Source: an optimization exercise on an open RTL-to-GDS flow (aim: small area, a short achievable clock period and few clock cycles per item). Production flows keep margins and buffers that such runs may drop. Only simulation tests tie the RTL to the original design; equivalence was not proved. Power figures rest on the tool's default switching activity, not on a simulated workload.

## flow/design.v (module list and top-level ports; edited modules follow where they fit)
// module bicubic_top: 983 lines
module bicubic_top (
    input  wire        CLK,
    input  wire        RST,
    input  wire [6:0]  cfg_v0,
    input  wire [6:0]  cfg_h0,
    input  wire [4:0]  cfg_sw,
    input  wire [4:0]  cfg_sh,
    input  wire [5:0]  cfg_tw,
    input  wire [5:0]  cfg_th,
    output wire        src_rd_en,
    output wire [13:0] src_rd_addr,
    input  wire [7:0]  src_data,
    output wire        res_wr_en,
    output wire [9:0]  res_wr_addr,
    output wire [7:0]  res_wr_data,
    output logic       done
);
  // ...
==> flow/run.sh <==
#!/bin/bash
# synth_recipe.tcl (not shown) runs the flow's synth.tcl, then flattens the netlist and writes it again
# the make line also repeats each setting of config.mk as NAME=value (left out here)
make -C /OpenROAD-flow-scripts/flow DESIGN_CONFIG=/design/flow/config.mk WORK_HOME=/design/flow/orfs CLKGATE_MAP_FILE= SYNTH_SCRIPT=/design/flow/synth_recipe.tcl finish
==> flow/config.mk <==
export PLATFORM = sky130hd
export DESIGN_NAME = bicubic_top
export DESIGN_NICKNAME = bicubic_top
export VERILOG_FILES = /design/flow/design.v
export SDC_FILE = /design/flow/constraint.sdc
export NUM_CORES = 4
export LEC_CHECK = 0
export CAP_MARGIN = 20
export CORE_MARGIN = 2
export CORE_UTILIZATION = 40
export SLEW_MARGIN = 20
==> flow/constraint.sdc <==
create_clock -name core_clock -period 13.0 [get_ports {CLK}]
set_input_delay 2.6000 -clock core_clock [delete_from_list [all_inputs] [get_ports {CLK}]]
set_output_delay 2.6000 -clock core_clock [all_outputs]
set_load 0.01 [all_outputs]
==> results.txt, run 1 <==
Post-DP Area=0.0233 sq mm; CP Depth=13; met2 WL post-DR=24000 um; Setup TNS=0 ns; cell type with the largest total area after synthesis=edfxtp_1; Avg Cell Area, Syn=9.72 sq um; Final Instance Area=0.0245 sq mm; Worst Path Max Fanout=73; # H-tree levels=2; post-synthesis adder-cell area fraction=a little over a quarter; largest net degree at the start of global routing=about 110; status=no timing/DRC/antenna violations; Switching Share=21.9%; Compound-Gate Fraction of Synth Area=12.6%; Area contributors post-synth=edfxtp_1, fa_1, ha_1; pre-CTS WS=7.57 ns; Setup crit end=vacc_s[8]$_DFFE_PP_; Pint=1510 uW; Pwr Density=78.8 mW/mm^2; row count=85; fin crit share=41.3%; logic gate share of total power=3.2%; Longest Clk Path Bufs=3; fin cells=3012; grt ovf=0; non-clock inverter count=266; CP Capture Type=flip-flop; final hold violation count=0; met1 Use GR=24.7%; multi-input logic area=0.0136 sq mm; combinational cell power=62.1 uW
Testbench counts, summed over its fixed seeds: cycles 98,244, pixels 20,672.
==> run 2: changes to the inputs <==
--- a/flow/design.v
+++ b/flow/design.v
@@ -264,2 +264,3 @@
     logic [6:0] sx8, sy8;         
+    logic [6:0] sx8_q, sy8_q;     
     logic [2:0] ceil_h;           
@@ -301,4 +302,4 @@
     assign job_end = col_end && (rtx == 5'd0);
-    assign credit  = ({1'b0, nrow} <= {1'b0, pend} + {1'b0, dd1});
-    assign fx_sum  = {3'b000, cfx} + {1'b0, sx8};
+    assign credit  = ({1'b0, nrow} <= {1'b0, pend} + {1'b0, dd1} + 4'd1);
+    assign fx_sum  = {3'b000, cfx} + {1'b0, sx8_q};
     always_comb begin
@@ -358,2 +359,4 @@
             rows_m1 <= {3'b000, ceil_h};
+            sx8_q   <= sx8;
+            sy8_q   <= sy8;
             rtx     <= tw8 ? 5'd7 : tw16 ? 5'd15 : 5'd31;
@@ -384,3 +387,3 @@
     logic [1:0]  mtap;        
-    logic [7:0]  dq;
+    logic [7:0]  dq;          
     logic [8:0]  hw_q;        
@@ -403,5 +406,7 @@
     end
-    assign hfirst = (mtap == 2'd0);
-    assign hneg   = (mtap == 2'd0) || (mtap == 2'd3);
-    assign hs     = hneg ? ~dq : dq;
+    logic [1:0] mtap_n;
+    logic [8:0] hw_d;
+    assign mtap_n = vb ? mtap + 2'd1 : mtap;
+    assign hw_d   = hwt(cfx, mtap_n);
+    assign hs     = dq;
     wire ht_1 = (hw_q[0] & hs[7]) ^ (hw_q[1] & hs[6]) ^ (hw_q[2] & hs[5]);
@@ -601,4 +606,6 @@
     always_ff @(posedge CLK) begin
-        dq   <= src_data;
-        hw_q <= hwt(cfx, vb ? mtap + 2'd1 : mtap);
+        dq     <= (mtap_n == 2'd0 || mtap_n == 2'd3) ? ~src_data : src_data;
+        hneg   <= (mtap_n == 2'd0 || mtap_n == 2'd3);
+        hfirst <= (mtap_n == 2'd0);
+        hw_q   <= hw_d;
         if (vb) begin
@@ -608,4 +615,6 @@
     end
-    logic [7:0]  hrow;        
+    logic [7:0]  hrow, hrow2;  
+    logic [1:0]  hc;           
     logic        hv;
+    assign hv = (hc != 2'd0);
     logic [7:0]  win0, win1, win2, win3;    
@@ -621,3 +630,4 @@
     logic [7:0]  fyn_sum;
-    logic [7:0]  vx, vy;
+    logic [7:0]  vx, vy;      
+    logic [7:0]  hrow_d, wr_data_d;
     logic [17:0] v_s, v_c;
@@ -627,6 +637,8 @@
     assign vlast         = last_row && (tw8 ? (vtx == 5'd7) : tw16 ? (vtx == 5'd15) : (vtx == 5'd31));
-    assign fyn_sum       = {3'b000, fyn} + {1'b0, sy8};
+    assign fyn_sum       = {3'b000, fyn} + {1'b0, sy8_q};
     assign shift         = hv && (vph ? (dd1 != 3'd0) : (pend != 3'd0));
-    assign vx            = vph ? win2 : win1;
-    assign vy            = vph ? win3 : win0;
+    logic [13:0] vw_d;
+    assign vw_d      = vwt(vph ? fyn : fy, vstart);
+    assign hrow_d    = clamp8(acc_s + acc_c);
+    assign wr_data_d = clamp8(vacc_s + vacc_c);
     wire vt_1 = (vw_q[5] & vx[6]) ^ (vw_q[6] & vx[5]);
@@ -919,3 +931,3 @@
         if (RST) begin
-            hv    <= 1'b0;
+            hc    <= '0;
             vact  <= 1'b0;
@@ -928,3 +940,3 @@
         end else begin
-            hv    <= fin || (hv && !shift);
+            hc    <= hc + 2'(fin) - 2'(shift);
             wst   <= vph;
@@ -949,3 +961,7 @@
     always_ff @(posedge CLK) begin
-        if (fin) hrow <= clamp8(acc_s + acc_c);
+        if (fin) begin
+            if (hc == 2'd0 || (hc == 2'd1 && shift)) hrow  <= hrow_d;
+            else                                     hrow2 <= hrow_d;
+        end
+        if (shift && hc == 2'd2) hrow <= hrow2;
         if (shift) begin
@@ -956,3 +972,10 @@
         end
-        vw_q <= vwt(vph ? fyn : fy, vstart);
+        vw_q <= vw_d;
+        if (vstart) begin
+            vx <= win2;
+            vy <= win3;
+        end else begin
+            vx <= shift ? win2 : win1;
+            vy <= shift ? win1 : win0;
+        end
         if (vstart || vph) begin
@@ -978,3 +1001,3 @@
         end
-        if (wst) wr_data <= clamp8(vacc_s + vacc_c);
+        if (wst) wr_data <= wr_data_d;
     end
==> results.txt, run 2 <==
Hold Crit Class=flip-flop to flip-flop; most common cell after layout, fill and taps aside=inv_1; Leakage=approximately 0.011 uW; # resized after CTS=0; CP Class=input pin to flip-flop; gr usage total=18.6%; met2 GRT Util=30.7%; largest family of logic cells by synthesized area=adder cells; internal reg-to-reg setup slack=8.51 ns; Post-synth EDFFs=approximately 170; met1 Use GR=25.4% (+0.70 points); pre-CTS WS=7.92 ns (+0.348 ns); worst reg2reg path startpoint=ist[0]$_DFFE_PP0P_; first-pass GRT wire length=91600 um; Arr. time, crit path=4.93 ns; via/cell ratio=around 5.3; routing usage on met3=between 2 and 3%; Worst Path Max Fanout=15 (-79%); fin util=a little under half; Core Region=0.0578 sq mm; I/O pin total=81; TritonCTS clock tree=done; worst-margin pin slew=between 0.9 and 1 ns; DRT Wirelength=around 55000 um; post-synthesis cell type count=78; Area contributors post-synth=edfxtp_1, fa_1, dfxtp_1; clk sinks=approximately 300; PnR worst setup slack=8.50 ns; fin crit share=34.6% (-6.7 points); fin. max-slew vios=0; RSZ-0062 raised after global routing=false; Iter 0 DRT Violations=1243; DP HPWL=a little over 40000 um; worst hold start=va$_DFF_PP0_; CTS root buf=clkbuf_16; post-synth top area share=21.1%; row count=88 (+3.5%); final hold violation count=0 (unchanged); antenna violations before repair=0; top_reg_cell synth=edfxtp_1; Final Power=2090 uW; Fmax=222 MHz; critical path startpoint=cfg_th[3]; max-cap violations=0; status=no timing/DRC/antenna violations; number of port buffers=around 70; CP Capture Type=flip-flop; DRT Pass-1 Iters=6; Die ar.=approximately 0.061 sq mm; CP Launch Type=input pin; Die Height=246 um; worst skew pair latency=0.56 ns; grt ovf=0 (unchanged); top cells by count, synth=inv_1, fa_1, nand2_1; initial core utilization=40.6%; most frequent cells in the layout=inv_1, fa_1, nand2_1, nor2_1, edfxtp_1; Reg clk slew, reported paths=0.06 ns; cells after synthesis=roughly 2400; Setup TNS=0 ns (unchanged); synth warn=1; Residual DRC=0; gpl congestion=0.900; post-synthesis mux area share=3.88%; fraction of registers with async set/reset=a little under a tenth; P&R area growth vs syn=11.4%; post-CTS setup buffers=0; Num CTS Buffers=38; Compound-Gate Fraction of Synth Area=12.5% (-0.18 points); Simple-Gate Fraction of Synth Area=15.3%; minimum clock period=4.50 ns; Avg Cell Area, Syn=9.79 sq um (+0.72%); Rel. slew slack=about a third; Synth Register Bits=between 300 and 400; Routed Antenna Nets=0; Mapped Area=between 0.02 and 0.025 sq mm; hold_buf cts=0; cell type with the largest total area after synthesis=edfxtp_1; most utilized layer in the global route result=met2; largest net degree at the start of global routing=87 (-18%); share of post-route cells with drive strength above 1=6.10%; die width=246 um; Seq/Total Area, Yosys=33.6%; Nets=approximately 2800; wire per inst=17.2 um; via count=approximately 17000; Longest Clk Path Bufs=3 (unchanged); Min Hold Slack=about 0.35 ns; number of diodes=0; critical path required time=13.43 ns; XOR/XNOR Fraction of Synth Area=between 3 and 4%; post-synthesis adder-cell area fraction=25.4% (-1.5 points); vias in the first global route=17600; final setup violation count=0; Pwr Density=79.9 mW/mm^2 (+1.4%); maximum vdd drop=0.0000787 V; syn_nets=2791; Clock Skew=approximately 0.024 ns; # H-tree levels=2 (unchanged); top-count cell post-synth=inv_1
[run 2: path summary, 6_finish.rpt]
kind,cells past startpoint,to
worst min register to register,0,vb$_DFF_PP0_
min in group asynchronous,3,mtap[0]$_DFF_PP0_
worst max register to register,17,rd_addr[10]$_DFFE_PP_
max in group asynchronous,3,st$_DFF_PP1_
worst max-delay path,8,vtx[3]$_SDFFE_PP0P_
worst min-delay path,0,vb$_DFF_PP0_
[run 2: routing by layer]
layer	vias up	share of wire [%]
li1	8125	-
met3	90	4.9
met4	0	2.0
met1	8492	45
met2	434	48
met5	-	0
[run 2: final cells by class]
cell class / count / area, sq um
clock buffer: 54 / 1080
timing repair buffer: 92 / 871
multi-input combinational: 1723 / 14200
tap: 765 / 957
fill: 5492 / 31700
inverter: 271 / 1020
sequential: 304 / 7890
clock inverter: 16 / 125
[run 2: critical path, cell delays in order]
cell	delay, ns
clkdlybuf4s50_1	0.67
nor2_1	0.31
and3_1	0.18
o21ai_0	0.17
nor2_1	0.58
nand4_1	0.20
xor2_1	0.16
nor2_1	0.05
[run 2: metrics by stage]
step,cells,instance area (sq um)
detailed placement,3155,24900
floorplan,2396,23500
CTS,3225,26100
finish,3225,26100
global route,3225,26100
global placement,3155,24900
[run 2: power by group]
part	leakage, uW	internal (uW)	switching, uW	total (uW)
combinational	0.00770	18.3	17.3	35.6
sequential	0.00260	1010	3.81	1010
clock	0.000594	606	435	1040
[run 2: kinds of logic (layout without fill, tap and decap cells)]
kind of cell               count (synthesis)  after routing
adders and majority gates                349            349
AOI/OAI and AO/OA                        462            462
and+or+nand+nor                          740            740
buffers and inverters                    369            433
muxes                                     82             82
xor gates and xnor gates                  90             90
DFF                                      304            304
Testbench counts of run 2, summed over its fixed seeds: cycles 89,169, pixels 20,672.

[re-timing with driven ports]
The flow's constraints put no driver on any port. The routed layouts listed below were extracted and timed again, unchanged, in two steps. Step 1, drivers: a clkbuf_16 drives CLK and a buf_2 each remaining input, both assumed. Step 2 times the ports against the registers' clock, not the clock port: input delays grow and output delays shrink by t, the midpoint of the rising clock arrivals with the driver on. a / b / c = no drivers / after step 1 / after step 2; a / b = the first two.
run | t (ns) | setup slack, ns | latest minus earliest clock arrival (ns) | pins driven straight from the clock port
run 1 | 0.592 | 7.633 / 7.633 / 7.564 | 0.024 / 0.024 | 1
run 2 | 0.607 | 8.499 / 8.472 / 7.925 | 0.026 / 0.027 | 1
After both steps setup and hold are still met in every run listed. The setup slack of run 2, which loses most, moves by -0.027 ns with the drivers and by -0.574 ns with both steps.
